From an optimization exercise on the open Yosys and OpenROAD flow, aimed at small area and a short achievable clock period; shortcuts taken in it are not production practice. The RTL was checked by simulation tests, not by an equivalence proof against the original design. Power is estimated from default activity; no workload was simulated.

Setup of alpha:
Design vliwCore, start of the top module:
module vliwCore
(
	input  logic             clk,
	input  logic             reset,
	input  logic             bundleValid,
	input  vliwPkg::instr_t  instr,
	input  vliwPkg::instrC_t instrC,
	output logic             resultValid,
	output logic             wbWrite,
	output vliwPkg::regIdx_t wbReg,
	output vliwPkg::word_t   wbData,
	output logic             wbWriteC,
	output vliwPkg::regIdx_t wbRegC,
	output vliwPkg::word_t   wbDataC
);
Size in the first run: roughly 130 I/O pins.
clock: 6.0 ns
lec_check: 0
cap_margin: 20
core_margin: 2
core_utilization: 45
place_density: 0.55
setup_slack_margin: 3.3
slew_margin: 20
synth_hierarchical: 1
tns_end_percent: 3
standard.sh (not shown) runs the stock make flow with config.mk's settings and CLKGATE_MAP_FILE= SYNTH_SCRIPT=/design/flow/synth_recipe.tcl, a recipe that flattens the netlist after the stock synthesis.
==> flow/flow/run.sh <==
#!/bin/bash
set -euo pipefail
bash standard.sh MATCH_CELL_FOOTPRINT=0 \
	'BUFFER_PORTS_ARGS=-buffer_cell sky130_fd_sc_hd__buf_4' \
	finish > standard.log 2>&1
--- input diff alpha..beta ---
- CORE_UTILIZATION now 50, was 45
- TNS_END_PERCENT now 10, was 3
- PLACE_DENSITY now 0.6, was 0.55
- [beta] total placed instance area fell 450 um^2 relative to alpha
- Re power spent charging and discharging nets: beta and alpha aren't equal, and the higher value belongs to alpha.
- Of beta and alpha, the lower first-pass GRT wire length belongs to beta.
- Compared with alpha, in beta power shrank by about 0.9%; post-route fraction of the period consumed by the critical path grew by 1.1 points; cell depth of the worst hold path held steady.
- | average cell area after synthesis | beta vs alpha | ≈ equal |
- Diff alpha..beta | CTS H-tree depth | unchanged
- The die footprint in beta is 0.901 times that in alpha.
- Re area share of buffers outside the clock network: alpha was higher than beta.
- Sequential share of cell area (higher): beta
#### Input delta (gamma over beta)
- a change of CORE_UTILIZATION from 50 to 45
- a change of PLACE_DENSITY from 0.6 to 0.55
--- outcome ---
Diff beta -> gamma: wire length of the first global-routing pass moved up, routed wire length moved up, fraction of area in clock buffers and inverters moved up, share of power burned in combinational logic grew by 0.2 points, non-clock buffer share of cell area increased 0.56 points. Switching power sits higher in gamma than in beta. gamma reports its launching instance or port of the critical path as instr[24] while beta reports instrC[3].
The following lists how delta was set up differently from gamma:
- swapping 3.3 for 3.7 in SETUP_SLACK_MARGIN
Notes after the runs:
Delta(actual slew at the worst max-slew pin, delta - gamma) < 0
Cells: delta has more instances than gamma
The run with more setup slack is delta; gamma has less.
Of delta and gamma, the higher hold slack belongs to delta.
The final reports for delta and gamma show number of buffers other than clock buffers in the final layout higher in the former.
[compare] base=gamma new=delta: routed wire length rose by 3.4%, via count of the first global-routing pass climbed 2084, portion of the clock cycle consumed by the worst path in the final layout saw a decrease.


The RTL this note starts from:
==> flow/design.v <==
package vliwPkg;
	typedef logic [32-1:0] word_t;
	typedef logic [5-1:0] regIdx_t;
	typedef logic [32-1:0] instr_t;
	typedef logic [16-1:0] instrC_t;
	typedef enum logic [1:0]
	{
		aluAdd = 2'd0,
		aluAnd = 2'd1,
		aluSra = 2'd2,
		aluOr  = 2'd3
	} aluOp_e;
	typedef enum logic
	{
		cSrcMove = 1'b0,
		cSrcImm  = 1'b1
	} cSrc_e;
endpackage
module bypassInv
(
	input  logic           selC,
	input  logic           selM,
	input  logic           selN,
	input  vliwPkg::word_t dC,
	input  vliwPkg::word_t dM,
	input  vliwPkg::word_t dN,
	output vliwPkg::word_t outN
);
	assign outN = ~(({32{selC}} & dC) | ({32{selM}} & dM) | ({32{selN}} & dN));
endmodule
module addProp
(
	input  vliwPkg::word_t aN,
	input  vliwPkg::word_t bN,
	output vliwPkg::word_t p
);
	assign p = aN ^ bN;
endmodule
module addGen
(
	input  vliwPkg::word_t aN,
	input  vliwPkg::word_t bN,
	output vliwPkg::word_t g
);
	assign g = ~(aN | bN);
endmodule
module addLevel #(parameter int D = 1)
(
	input  vliwPkg::word_t         gIn,
	input  vliwPkg::word_t         pIn,
	output logic [32-1:D]  gOut,
	output logic [32-1:2*D] pOut
);
	for (genvar i = D; i < 32; i++)
	begin : g_g
		assign gOut[i] = gIn[i] | (pIn[i] & gIn[i-D]);
	end
	for (genvar i = 2 * D; i < 32; i++)
	begin : g_p
		assign pOut[i] = pIn[i] & pIn[i-D];
	end
endmodule
module addLevelLast #(parameter int D = 16)
(
	input  vliwPkg::word_t         gIn,
	input  vliwPkg::word_t         pIn,
	output logic [32-1:D]  gOut
);
	for (genvar i = D; i < 32; i++)
	begin : g_g
		assign gOut[i] = gIn[i] | (pIn[i] & gIn[i-D]);
	end
endmodule
module addSum
(
	input  vliwPkg::word_t p,
	input  vliwPkg::word_t carry,
	output vliwPkg::word_t s
);
	assign s = p ^ {carry[32-2:0], 1'b0};
endmodule
module ksAdd
(
	input  vliwPkg::word_t aN,
	input  vliwPkg::word_t bN,
	output vliwPkg::word_t g,
	output vliwPkg::word_t s
);
	vliwPkg::word_t p;
	vliwPkg::word_t g1, g2, g4, g8, g16;
	vliwPkg::word_t p1, p2, p4, p8;
	addProp i_prop (.aN(aN), .bN(bN), .p(p));
	addGen  i_gen  (.aN(aN), .bN(bN), .g(g));
	assign g1[0]     = g[0];
	assign g2[1:0]   = g1[1:0];
	assign g4[3:0]   = g2[3:0];
	assign g8[7:0]   = g4[7:0];
	assign g16[15:0] = g8[15:0];
	assign p1[1:0]   = '0;
	assign p2[3:0]   = '0;
	assign p4[7:0]   = '0;
	assign p8[15:0]  = '0;
	addLevel #(.D(1))     i_l1  (.gIn(g),  .pIn(p),  .gOut(g1[31:1]),  .pOut(p1[31:2]));
	addLevel #(.D(2))     i_l2  (.gIn(g1), .pIn(p1), .gOut(g2[31:2]),  .pOut(p2[31:4]));
	addLevel #(.D(4))     i_l4  (.gIn(g2), .pIn(p2), .gOut(g4[31:4]),  .pOut(p4[31:8]));
	addLevel #(.D(8))     i_l8  (.gIn(g4), .pIn(p4), .gOut(g8[31:8]),  .pOut(p8[31:16]));
	addLevelLast #(.D(16)) i_l16 (.gIn(g8), .pIn(p8), .gOut(g16[31:16]));
	addSum i_sum (.p(p), .carry(g16), .s(s));
endmodule
module vliwCore
(
	input  logic             clk,
	input  logic             reset,
	input  logic             bundleValid,
	input  vliwPkg::instr_t  instr,
	input  vliwPkg::instrC_t instrC,
	output logic             resultValid,
	output logic             wbWrite,
	output vliwPkg::regIdx_t wbReg,
	output vliwPkg::word_t   wbData,
	output logic             wbWriteC,
	output vliwPkg::regIdx_t wbRegC,
	output vliwPkg::word_t   wbDataC
);
	vliwPkg::word_t mem [32];
	logic mainWins;
	assign mainWins = wbWrite && !(wbWriteC && (wbRegC == wbReg));
	always_ff @(posedge clk)
	begin
		if (reset)
		begin
			for (int r = 0; r < 32; r++)
			begin
				mem[r] <= '0;
			end
		end
		else
		begin
			if (mainWins)
			begin
				mem[wbReg] <= wbData;
			end
			if (wbWriteC)
			begin
				mem[wbRegC] <= wbDataC;
			end
		end
	end
	logic isAdd, isAnd, isSra, isMv, isLi;
	vliwPkg::regIdx_t rs1, rs2, rsC;
	assign isAdd = (instr[6:0] == 7'b0110011);
	assign isAnd = (instr[6:0] == 7'b0010011) && (instr[14:12] == 3'b110);
	assign isSra = (instr[6:0] == 7'b0010011) && (instr[14:12] == 3'b101);
	assign isMv  = (instrC[1:0] == 2'b10);
	assign isLi  = (instrC[1:0] == 2'b01);
	assign rs1 = instr[19:15];
	assign rs2 = instr[24:20];
	assign rsC = instrC[6:2];
	vliwPkg::word_t rawA, rawB, rawC;
	assign rawA = mem[rs1];
	assign rawB = mem[rs2];
	assign rawC = mem[rsC];
	function automatic vliwPkg::word_t bypass(vliwPkg::regIdx_t src, vliwPkg::word_t raw);
		if (wbWriteC && (wbRegC == src))
			bypass = wbDataC;
		else if (wbWrite && (wbReg == src))
			bypass = wbData;
		else
			bypass = raw;
	endfunction
	vliwPkg::word_t opA1, opB1, opC1;
	always_comb
	begin
		opA1 = bypass(rs1, rawA);
		opB1 = bypass(rs2, rawB);
		opC1 = bypass(rsC, rawC);
	end
	logic             validQ, writeQ, writeCQ;
	logic             andQ, sraQ;
	vliwPkg::regIdx_t rdQ, rdCQ;
	vliwPkg::word_t   aQ, bQ, cQ;
	logic             hitAC, hitAM, hitAN, hitBC, hitBM, hitBN, hitCC, hitCM;
	always_ff @(posedge clk)
	begin
		if (reset)
		begin
			validQ  <= 1'b0;
			writeQ  <= 1'b0;
			writeCQ <= 1'b0;
		end
		else
		begin
			validQ  <= bundleValid;
			writeQ  <= bundleValid && (isAdd || isAnd || isSra);
			writeCQ <= bundleValid && (isMv || isLi);
		end
	end
	always_ff @(posedge clk)
	begin
		andQ  <= isAnd;
		sraQ  <= isSra;
		rdQ   <= instr[11:7];
		rdCQ  <= instrC[11:7];
		aQ    <= opA1;
		bQ    <= isAdd ? opB1 : {{(32-12){instr[31]}}, instr[31:20]};
		cQ    <= isLi ? {{(32-6){instrC[12]}}, instrC[12], instrC[6:2]} : opC1;
		hitAC <= writeCQ && (rdCQ == rs1);
		hitAM <= writeQ && (rdQ == rs1) && !(writeCQ && (rdCQ == rs1));
		hitBC <= isAdd && writeCQ && (rdCQ == rs2);
		hitBM <= isAdd && writeQ && (rdQ == rs2) && !(writeCQ && (rdCQ == rs2));
		hitAN <= !(writeCQ && (rdCQ == rs1)) && !(writeQ && (rdQ == rs1));
		hitBN <= !(isAdd && writeCQ && (rdCQ == rs2)) && !(isAdd && writeQ && (rdQ == rs2));
		hitCC <= !isLi && writeCQ && (rdCQ == rsC);
		hitCM <= !isLi && writeQ && (rdQ == rsC) && !(writeCQ && (rdCQ == rsC));
	end
	vliwPkg::word_t opAN, opBN, opC, andResult, sum, aluResult;
	bypassInv i_bypA (.selC(hitAC), .selM(hitAM), .selN(hitAN),
		.dC(wbDataC), .dM(wbData), .dN(aQ), .outN(opAN));
	bypassInv i_bypB (.selC(hitBC), .selM(hitBM), .selN(hitBN),
		.dC(wbDataC), .dM(wbData), .dN(bQ), .outN(opBN));
	ksAdd i_add (.aN(opAN), .bN(opBN), .g(andResult), .s(sum));
	always_comb
	begin
		opC = hitCC ? wbDataC : (hitCM ? wbData : cQ);
		if (sraQ)
			aluResult = vliwPkg::word_t'($signed(~opAN) >>> bQ[4:0]);
		else if (andQ)
			aluResult = andResult;
		else
			aluResult = sum;
	end
	always_ff @(posedge clk)
	begin
		if (reset)
		begin
			resultValid <= 1'b0;
			wbWrite     <= 1'b0;
			wbWriteC    <= 1'b0;
		end
		else
		begin
			resultValid <= validQ;
			wbWrite     <= writeQ;
			wbWriteC    <= writeCQ;
		end
	end
	always_ff @(posedge clk)
	begin
		wbReg   <= rdQ;
		wbData  <= aluResult;
		wbRegC  <= rdCQ;
		wbDataC <= opC;
	end
endmodule
clock: 6.0 ns
lec_check: 0
cap_margin: 20
core_margin: 2
core_utilization: 35
place_density: 0.45
setup_slack_margin: 2.9
slew_margin: 20
synth_hierarchical: 1
tns_end_percent: 10
run.sh (not shown) runs the stock make flow with config.mk's settings and CLKGATE_MAP_FILE= SYNTH_SCRIPT=/design/flow/synth_recipe.tcl, a recipe that flattens the netlist after the stock synthesis.
Stock flow here: none of the scripts above is used.
Rerun with:
==> flow/flow/run.sh (new file) <==
#!/bin/bash
set -euo pipefail
bash standard.sh MATCH_CELL_FOOTPRINT=0 \
	'BUFFER_PORTS_ARGS=-buffer_cell sky130_fd_sc_hd__buf_4' \
	finish > standard.log 2>&1
==> flow/standard.sh (new file) <==
#!/bin/bash
# synth_recipe.tcl (not shown) runs the flow's synth.tcl, then flattens the netlist and writes it again
# the make line also repeats each setting of config.mk as NAME=value (left out here)
make -C /OpenROAD-flow-scripts/flow DESIGN_CONFIG=/design/flow/config.mk WORK_HOME=/design/flow/orfs CLKGATE_MAP_FILE= SYNTH_SCRIPT=/design/flow/synth_recipe.tcl "${@:-finish}"
removed: flow/run.sh
What happened: The new run completed with no timing, DRC or antenna violations; die area does not change; hold slack gains 4.6 ps; wire length went down by 4.8%; non-clock buffer count went down by 54; flip-flop and latch count does not change; utilization went down by 0.76 points; total power went down by 3.6%; area after synthesis stays the same.

[port drivers added, routing unchanged]
The flow's constraints put no driver on any port. The routed layouts listed below were extracted and timed again, unchanged, in two steps.
Step 1 assumes that a clkbuf_16 drives the clock port and a buf_2 every other input.
Step 2 times the ports against the registers' clock, not the clock port: input delays grow and output delays shrink by t, the midpoint of the rising clock arrivals with the driver on.
Slacks: ideal / step 1 / step 2; pairs: ideal / step 1.
| run | shift t [ns] | setup slack, ns | worst hold slack (ns) | clock arrival spread, ns | worst register clock-pin slew, ns |
|---|---|---|---|---|---|
| alpha | 0.918 | 2.917 / 2.718 / 1.799 | 0.445 / 0.391 / 0.445 | 0.047 / 0.047 | 0.07 / 0.07 |
| beta | 0.909 | 2.849 / 2.648 / 1.739 | 0.453 / 0.407 / 0.453 | 0.027 / 0.027 | 0.07 / 0.07 |
| gamma | 0.920 | 2.800 / 2.706 / 1.786 | 0.436 / 0.382 / 0.436 | 0.040 / 0.040 | 0.07 / 0.07 |
| delta | 0.917 | 2.906 / 2.833 / 1.917 | 0.445 / 0.387 / 0.445 | 0.041 / 0.041 | 0.07 / 0.07 |
| the first run of note 2 | 0.932 | 2.627 / 2.628 / 1.743 | 0.432 / 0.432 / 0.432 | 0.055 / 0.055 | 0.07 / 0.07 |
| the second run of note 2 | 0.941 | 2.572 / 2.606 / 1.675 | 0.437 / 0.388 / 0.437 | 0.054 / 0.054 | 0.07 / 0.07 |
After both steps setup and hold are still met in every run listed. For alpha, which loses most, drivers alone change the setup slack by -0.199 ns; drivers and shift together by -1.118 ns.
